What follows belongs to an exercise in optimizing a design on an open flow for small area, a short achievable clock period and few clock cycles; a production flow would make more cautious choices. RTL that was checked went through simulation tests only; none was proved equivalent to the original.

== alpha ==
==> flow/design.v <==
package sbda_pkg;
	localparam int VALUE_WIDTH_DEF = 32;
	localparam int BITS_PER_STAGE = 4;
	localparam int ND = 10;
	localparam int BW = 4 * (ND - 1) + 2;
	function automatic logic [BW-1:0] dabble1(input logic [BW-1:0] b, input logic bit_in);
		logic [BW-1:0] r;
		logic          c;
		c = bit_in;
		for (int d = 0; d < ND - 1; d++) begin
			logic d3, d2, d1, d0;
			{d3, d2, d1, d0} = b[d*4 +: 4];
			r[d*4]     = c;
			r[d*4 + 1] = (!d3 && !d2 && d0) || (d2 && d1 && !d0) || (d3 && !d0);
			r[d*4 + 2] = (d3 && !d0) || (!d2 && d1) || (d1 && d0);
			r[d*4 + 3] = (d3 && d0) || (d2 && !d1 && !d0);
			c = d3 || (d2 && (d1 || d0));
		end
		r[BW-2] = c;
		r[BW-1] = b[BW-2];
		dabble1 = r;
	endfunction
endpackage
module sbda_conv #(
	parameter int VALUE_WIDTH = sbda_pkg::VALUE_WIDTH_DEF
) (
	input  logic                          clk,
	input  logic                          arst_n,
	input  logic                          up_valid,
	output logic                          up_ready,
	input  logic [VALUE_WIDTH-1:0]        value,
	output logic                          dn_valid,
	input  logic                          dn_ready,
	output logic                          dn_neg,
	output logic [sbda_pkg::BW-1:0]       dn_bcd
);
	localparam int W  = VALUE_WIDTH;
	localparam int NN = W / 4;
	localparam int CW = $clog2(NN);
	localparam int BW = sbda_pkg::BW;
	logic          neg;
	logic [NN-1:0] nib_z, nib_f, low_z, nz;
	logic [CW-1:0] k0m1;
	logic          k0_z;
	logic [NN-1:0] above, top_oh, sel;
	logic [3:0]    f_nib;
	logic          f_bo;
	logic          f_busy;    
	logic          f_wait;    
	logic [CW-1:0] f_cnt;
	assign neg = value[W-1];
	always_comb begin
		for (int j = 0; j < NN; j++) begin
			nib_z[j] = (value[j*4 +: 4] == 4'h0);
			nib_f[j] = (value[j*4 +: 4] == 4'hF);
		end
		low_z[0] = 1'b1;
		for (int j = 1; j < NN; j++) low_z[j] = low_z[j-1] & nib_z[j-1];
		for (int j = 0; j < NN; j++)
			nz[j] = neg ? (!nib_f[j] || (!nib_z[j] && (j == 0 || nib_z[j == 0 ? 0 : j-1]))) : !nib_z[j];
		above[NN-1] = 1'b0;
		for (int j = NN - 2; j >= 0; j--) above[j] = above[j+1] | nz[j+1];
		for (int j = 0; j < NN; j++) begin
			top_oh[j] = (nz[j] || j == 0) && !above[j];
			sel[j]    = f_busy ? (f_cnt == CW'(j)) : top_oh[j];
		end
		k0_z  = !above[0];
		k0m1  = '0;
		f_nib = '0;
		f_bo  = 1'b0;
		for (int j = 0; j < NN; j++) begin
			if (top_oh[j]) k0m1 = k0m1 | CW'(j - 1);
			if (sel[j]) begin
				f_nib = f_nib | value[j*4 +: 4];
				f_bo  = f_bo | !low_z[j];
			end
		end
	end
	logic          c_v, c_first, c_last, c_neg, c_bo;
	logic [3:0]    c_nib;
	logic [BW-1:0] bcd;
	logic          d_done, d_neg;
	logic          d_accept, handoff, c_free, c_free_sure;
	logic          fetch_first, fetch_next;
	assign handoff     = d_done && dn_ready;
	assign d_accept    = c_v && (!d_done || dn_ready);
	assign c_free      = !c_v || d_accept;
	assign c_free_sure = !(c_v && c_first && d_done);
	assign fetch_first = up_valid && !f_busy && !f_wait && c_free;
	assign fetch_next  = f_busy && ((f_cnt == '0) ? c_free_sure : c_free);
	logic          rdy_q, rdy_nx;
	logic          f_wait_nx, f_busy_nx, c_v_nx, c_first_nx, d_done_nx;
	logic [CW-1:0] f_cnt_nx;
	always_comb begin
		f_wait_nx  = fetch_first && k0_z;
		f_busy_nx  = fetch_first ? !k0_z : (f_busy && !(fetch_next && f_cnt == '0));
		f_cnt_nx   = fetch_first ? k0m1 : (fetch_next ? f_cnt - 1'b1 : f_cnt);
		c_v_nx     = (fetch_first || fetch_next) || (c_v && !d_accept);
		c_first_nx = (fetch_first || fetch_next) ? fetch_first : c_first;
		d_done_nx  = d_accept ? c_last : (d_done && !handoff);
		rdy_nx     = f_wait_nx || (f_busy_nx && (f_cnt_nx == '0) && !(c_v_nx && c_first_nx && d_done_nx));
	end
	assign up_ready = rdy_q;
	always_ff @(posedge clk or negedge arst_n) begin
		if (!arst_n) begin
			f_busy <= 1'b0;
			f_wait <= 1'b0;
			rdy_q  <= 1'b0;
			c_v    <= 1'b0;
			d_done <= 1'b0;
		end else begin
			rdy_q <= rdy_nx;
			if (f_wait) f_wait <= 1'b0;
			if (fetch_first) begin
				if (k0_z) f_wait <= 1'b1;
				else f_busy <= 1'b1;
			end else if (fetch_next && f_cnt == '0) begin
				f_busy <= 1'b0;
			end
			if (fetch_first || fetch_next) c_v <= 1'b1;
			else if (d_accept) c_v <= 1'b0;
			if (d_accept) d_done <= c_last;
			else if (handoff) d_done <= 1'b0;
		end
	end
	always_ff @(posedge clk) begin
		if (fetch_first) f_cnt <= k0m1;
		else if (fetch_next) f_cnt <= f_cnt - 1'b1;
		if (fetch_first || fetch_next) begin
			c_nib   <= f_nib;
			c_bo    <= f_bo;
			c_neg   <= neg;
			c_first <= fetch_first;
			c_last  <= f_busy ? (f_cnt == '0) : k0_z;
		end
	end
	logic [3:0]    mbits;
	logic [BW-1:0] b_nx, b_dd, b_fv;
	always_comb begin
		logic orb;
		orb = c_bo;
		for (int t = 0; t < 4; t++) begin
			mbits[t] = c_nib[t] ^ (c_neg & orb);
			orb = orb | c_nib[t];
		end
		b_dd = bcd;
		for (int t = 3; t >= 0; t--) b_dd = sbda_pkg::dabble1(b_dd, mbits[t]);
		b_fv = '0;
		b_fv[7:0] = (mbits >= 4'd10) ? {4'd1, mbits - 4'd10} : {4'd0, mbits};
		b_nx = c_first ? b_fv : b_dd;
	end
	always_ff @(posedge clk) begin
		if (d_accept) begin
			bcd <= b_nx;
			if (c_first) d_neg <= c_neg;
		end
	end
	assign dn_valid = d_done;
	assign dn_neg   = d_neg;
	assign dn_bcd   = bcd;
endmodule
module sbda_ser (
	input  logic                    clk,
	input  logic                    arst_n,
	input  logic                    up_valid,
	output logic                    up_ready,
	input  logic                    up_neg,
	input  logic [sbda_pkg::BW-1:0] up_bcd,
	output logic                    char_valid,
	input  logic                    char_ready,
	output logic [7:0]              character,
	output logic                    last
);
	localparam int ND = sbda_pkg::ND;
	localparam int BW = sbda_pkg::BW;
	logic          s_busy, s_neg, s_atl, s_at2;
	logic [3:0]    s_idx;
	logic [BW-1:0] s_bcd;
	logic          t_v;
	logic [3:0]    t_lo;
	logic          o_v, o_b4, o_last;
	logic [3:0]    o_lo;
	logic          emit, emit_s, fin, early, load;
	logic [3:0]    lead, dig;
	logic [4*ND-1:0] bcd_ext;
	assign emit     = (s_busy || t_v) && (!o_v || char_ready);
	assign emit_s   = emit && !t_v;
	assign fin      = emit_s && s_atl;
	assign early    = emit_s && s_at2;
	assign up_ready = !s_busy || fin || early;
	assign load     = up_valid && up_ready;
	always_comb begin
		lead = 4'd0;
		for (int d = 0; d < ND - 1; d++) if (up_bcd[d*4 +: 4] != 4'd0) lead = 4'(d);
		if (up_bcd[BW-1:BW-2] != 2'd0) lead = 4'(ND - 1);
		bcd_ext = {2'b00, s_bcd};
		dig = bcd_ext[s_idx*4 +: 4];
	end
	always_ff @(posedge clk or negedge arst_n) begin
		if (!arst_n) begin
			s_busy <= 1'b0;
			t_v    <= 1'b0;
			o_v    <= 1'b0;
		end else begin
			if (load) s_busy <= 1'b1;
			else if (fin) s_busy <= 1'b0;
			if (load && early) t_v <= 1'b1;
			else if (emit) t_v <= 1'b0;
			if (emit) o_v <= 1'b1;
			else if (char_ready) o_v <= 1'b0;
		end
	end
	always_ff @(posedge clk) begin
		if (emit) begin
			o_b4   <= t_v || !s_neg;
			o_lo   <= t_v ? t_lo : (s_neg ? 4'hD : dig);
			o_last <= t_v || s_atl;
		end
		if (load && early) t_lo <= s_bcd[3:0];
		if (load) begin
			s_neg <= up_neg;
			s_idx <= lead;
			s_bcd <= up_bcd;
			s_atl <= !up_neg && (lead == 4'd0);
			s_at2 <= up_neg ? (lead == 4'd0) : (lead == 4'd1);
		end else if (emit_s) begin
			if (s_neg) begin
				s_neg <= 1'b0;
				s_atl <= (s_idx == 4'd0);
				s_at2 <= (s_idx == 4'd1);
			end else begin
				s_idx <= s_idx - 1'b1;
				s_atl <= (s_idx == 4'd1);
				s_at2 <= (s_idx == 4'd2);
			end
		end
	end
	assign char_valid = o_v;
	assign character  = {3'b001, o_b4, o_lo};
	assign last       = o_last;
endmodule
module signed_binary_to_decimal_ascii_top #(
	parameter int VALUE_WIDTH = sbda_pkg::VALUE_WIDTH_DEF
) (
	input  logic                          clk,
	input  logic                          arst_n,
	input  logic                          value_valid,
	output logic                          value_ready,
	input  logic signed [VALUE_WIDTH-1:0] value,
	output logic                          char_valid,
	input  logic                          char_ready,
	output logic [7:0]                    character,
	output logic                          last
);
	logic                    cv_valid;
	logic                    cv_ready;
	logic                    cv_neg;
	logic [sbda_pkg::BW-1:0] cv_bcd;
	sbda_conv #(
		.VALUE_WIDTH(VALUE_WIDTH)
	) u_conv (
		.clk      (clk),
		.arst_n   (arst_n),
		.up_valid (value_valid),
		.up_ready (value_ready),
		.value    (value),
		.dn_valid (cv_valid),
		.dn_ready (cv_ready),
		.dn_neg   (cv_neg),
		.dn_bcd   (cv_bcd)
	);
	sbda_ser u_ser (
		.clk        (clk),
		.arst_n     (arst_n),
		.up_valid   (cv_valid),
		.up_ready   (cv_ready),
		.up_neg     (cv_neg),
		.up_bcd     (cv_bcd),
		.char_valid (char_valid),
		.char_ready (char_ready),
		.character  (character),
		.last       (last)
	);
endmodule
export LEC_CHECK = 0
export ABC_AREA = 1
export CAP_MARGIN = 20
export CORE_MARGIN = 2
export CORE_UTILIZATION = 40
export CTS_BUF_LIST = sky130_fd_sc_hd__clkbuf_8
export CTS_CLUSTER_DIAMETER = 100
export CTS_CLUSTER_SIZE = 40
export SETUP_SLACK_MARGIN = 1.65
export SLEW_MARGIN = 20
create_clock -name core_clock -period 4.0 [get_ports {clk}]
standard.sh (not shown) runs the stock make flow with config.mk's settings and CLKGATE_MAP_FILE= SYNTH_SCRIPT=/design/flow/synth_recipe.tcl, a recipe that flattens the netlist after the stock synthesis.
==> flow/flow/run.sh <==
#!/bin/bash
# Standard layout, with the port buffers made from buf_4 cells instead of the default pick.
bash standard.sh BUFFER_PORTS_ARGS="-buffer_cell sky130_fd_sc_hd__buf_4" finish > standard.log 2>&1
Testbench counts of alpha, summed over its fixed seeds: cycles 21,185.
### alpha -> beta
--- a/flow/design.v
+++ b/flow/design.v
@@ -89,26 +89,12 @@
 	assign fetch_first = up_valid && !f_busy && !f_wait && c_free;
 	assign fetch_next  = f_busy && ((f_cnt == '0) ? c_free_sure : c_free);
-	logic          rdy_q, rdy_nx;
-	logic          f_wait_nx, f_busy_nx, c_v_nx, c_first_nx, d_done_nx;
-	logic [CW-1:0] f_cnt_nx;
-	always_comb begin
-		f_wait_nx  = fetch_first && k0_z;
-		f_busy_nx  = fetch_first ? !k0_z : (f_busy && !(fetch_next && f_cnt == '0));
-		f_cnt_nx   = fetch_first ? k0m1 : (fetch_next ? f_cnt - 1'b1 : f_cnt);
-		c_v_nx     = (fetch_first || fetch_next) || (c_v && !d_accept);
-		c_first_nx = (fetch_first || fetch_next) ? fetch_first : c_first;
-		d_done_nx  = d_accept ? c_last : (d_done && !handoff);
-		rdy_nx     = f_wait_nx || (f_busy_nx && (f_cnt_nx == '0) && !(c_v_nx && c_first_nx && d_done_nx));
-	end
-	assign up_ready = rdy_q;
+	assign up_ready = f_wait || (f_busy && (f_cnt == '0) && c_free_sure);
 	always_ff @(posedge clk or negedge arst_n) begin
 		if (!arst_n) begin
 			f_busy <= 1'b0;
 			f_wait <= 1'b0;
-			rdy_q  <= 1'b0;
 			c_v    <= 1'b0;
 			d_done <= 1'b0;
 		end else begin
-			rdy_q <= rdy_nx;
 			if (f_wait) f_wait <= 1'b0;
 			if (fetch_first) begin
==> summary.txt <==
- Relative to alpha, the final area of beta is lower by 0.52%.
- Re synthesized-area fraction occupied by ao, oa, aoi and oai cells: alpha and beta aren't equal, and the higher value belongs to alpha.
- NOTE CTS sink count alpha->beta decreased slightly
- [beta] final cycle utilization of the critical path rose 8.8 points relative to alpha
- Run comparison: beta startpoint-to-endpoint class of the critical path register to output port; alpha startpoint-to-endpoint class of the critical path input port to register
- Of alpha and beta, the run reporting the lower hold slack was alpha.
- Synthesized-area fraction occupied by xor and xnor cells essentially unchanged between alpha and beta.
- Re worst-case setup slack after placement: alpha and beta aren't equal, and the higher value belongs to alpha.
- For sum of routed wire segments on met1, alpha and beta come out practically identical.
- For core utilization, alpha and beta come out practically identical.
- Measured against each other, alpha and beta differ in sequential share of the synthesized area, the lower figure coming from alpha.
- Non-clock buffer count came out higher on beta than on alpha.
- Max clock latency reported for the late side of the worst-skew pair across alpha and beta: alpha
No functional check of the RTL was part of beta.

* * *

RTL: the design.v shown in full above, as it stands there.
==> flow/config.mk <==
export PLATFORM = sky130hd
export DESIGN_NAME = signed_binary_to_decimal_ascii_top
export DESIGN_NICKNAME = signed_binary_to_decimal_ascii_top
export VERILOG_FILES = /design/flow/design.v
export SDC_FILE = /design/flow/constraint.sdc
export NUM_CORES = 4
export LEC_CHECK = 0
export ABC_AREA = 1
export CAP_MARGIN = 20
export CORE_MARGIN = 2
export CORE_UTILIZATION = 40
export SETUP_SLACK_MARGIN = 1.65
export SLEW_MARGIN = 20
==> flow/constraint.sdc <==
create_clock -name core_clock -period 4.0 [get_ports {clk}]
set_input_delay 0.8000 -clock core_clock [delete_from_list [all_inputs] [get_ports {clk}]]
set_output_delay 0.8000 -clock core_clock [all_outputs]
set_load 0.01 [all_outputs]
Scripts as last shown in full above: flow/flow/run.sh
Testbench counts at the start, summed over its fixed seeds: cycles 21,185.
==> next run, changes <==
--- a/flow/design.v
+++ b/flow/design.v
@@ -172,23 +172,19 @@
 	output logic                    last
 );
 	localparam int ND = sbda_pkg::ND;
 	localparam int BW = sbda_pkg::BW;
-	logic          s_busy, s_neg, s_atl, s_at2;
+	logic          s_busy, s_neg, s_atl;
 	logic [3:0]    s_idx;
 	logic [BW-1:0] s_bcd;
-	logic          t_v;
-	logic [3:0]    t_lo;
-	logic          o_v, o_b4, o_last;
+	logic          o_v, o_dash, o_last;
 	logic [3:0]    o_lo;
-	logic          emit, emit_s, fin, early, load;
+	logic          emit, fin, load;
 	logic [3:0]    lead, dig;
 	logic [4*ND-1:0] bcd_ext;
-	assign emit     = (s_busy || t_v) && (!o_v || char_ready);
-	assign emit_s   = emit && !t_v;
-	assign fin      = emit_s && s_atl;
-	assign early    = emit_s && s_at2;
-	assign up_ready = !s_busy || fin || early;
+	assign emit     = s_busy && (!o_v || char_ready);
+	assign fin      = emit && s_atl;
+	assign up_ready = !s_busy || fin;
 	assign load     = up_valid && up_ready;
 	always_comb begin
 		lead = 4'd0;
 		for (int d = 0; d < ND - 1; d++) if (up_bcd[d*4 +: 4] != 4'd0) lead = 4'(d);
@@ -198,46 +194,39 @@
 	end
 	always_ff @(posedge clk or negedge arst_n) begin
 		if (!arst_n) begin
 			s_busy <= 1'b0;
-			t_v    <= 1'b0;
 			o_v    <= 1'b0;
 		end else begin
 			if (load) s_busy <= 1'b1;
 			else if (fin) s_busy <= 1'b0;
-			if (load && early) t_v <= 1'b1;
-			else if (emit) t_v <= 1'b0;
 			if (emit) o_v <= 1'b1;
 			else if (char_ready) o_v <= 1'b0;
 		end
 	end
 	always_ff @(posedge clk) begin
 		if (emit) begin
-			o_b4   <= t_v || !s_neg;
-			o_lo   <= t_v ? t_lo : (s_neg ? 4'hD : dig);
-			o_last <= t_v || s_atl;
-		end
-		if (load && early) t_lo <= s_bcd[3:0];
+			o_dash <= s_neg;
+			o_lo   <= s_neg ? 4'hD : dig;
+			o_last <= s_atl;
+		end
 		if (load) begin
 			s_neg <= up_neg;
 			s_idx <= lead;
 			s_bcd <= up_bcd;
 			s_atl <= !up_neg && (lead == 4'd0);
-			s_at2 <= up_neg ? (lead == 4'd0) : (lead == 4'd1);
-		end else if (emit_s) begin
+		end else if (emit) begin
 			if (s_neg) begin
 				s_neg <= 1'b0;
 				s_atl <= (s_idx == 4'd0);
-				s_at2 <= (s_idx == 4'd1);
 			end else begin
 				s_idx <= s_idx - 1'b1;
 				s_atl <= (s_idx == 4'd1);
-				s_at2 <= (s_idx == 4'd2);
 			end
 		end
 	end
 	assign char_valid = o_v;
-	assign character  = {3'b001, o_b4, o_lo};
+	assign character  = {3'b001, !o_dash, o_lo};
 	assign last       = o_last;
 endmodule
 module signed_binary_to_decimal_ascii_top #(
 	parameter int VALUE_WIDTH = sbda_pkg::VALUE_WIDTH_DEF
Result: Setup slack gets worse by 5.2 ps; cell area drops by 4.3%; area after synthesis drops by 2.2%; count of clock-buffer cells in the layout drops by 8; routed wire length drops by 4.5%; critical path depth drops by 5; global-route usage is about the same; sequential share of layout area drops by 0.39 points; hold slack gets better by 56 ps; non-clock buffer count climbs by 7.
Testbench counts after the change, summed over its fixed seeds: cycles 22,057.

## port drivers added, routing unchanged
The flow's constraints put no driver on any port. The routed layouts listed below were extracted and timed again, unchanged, in two steps. Step 1 (the two cells are an assumption about what drives the block):
set clk [get_ports {clk}]
set_driving_cell -lib_cell sky130_fd_sc_hd__clkbuf_16 $clk
set_driving_cell -lib_cell sky130_fd_sc_hd__buf_2 [delete_from_list [all_inputs] $clk]
Step 2, shift: input delay + t, output delay - t, t = (earliest + latest rising clock arrival at the registers) / 2. This alone moves slack from input paths to output paths. a / b / c = no drivers / after step 1 / after step 2; a / b = the first two.
run	t (ns)	slack for setup (ns)	worst setup path at the end	pins driven straight from the clock port
alpha	0.476	1.867 / 1.877 / 1.410	input to register	1
beta	0.424	1.515 / 1.472 / 1.233	input to register	1
the first run of note 2	0.458	1.832 / 1.855 / 1.397	input to register	1
the second run of note 2	0.387	1.826 / 1.845 / 1.459	input to register	1
After both steps setup and hold are still met in every run listed. The setup slack of alpha, which loses most, moves by +0.010 ns with the drivers and by -0.457 ns with both steps.
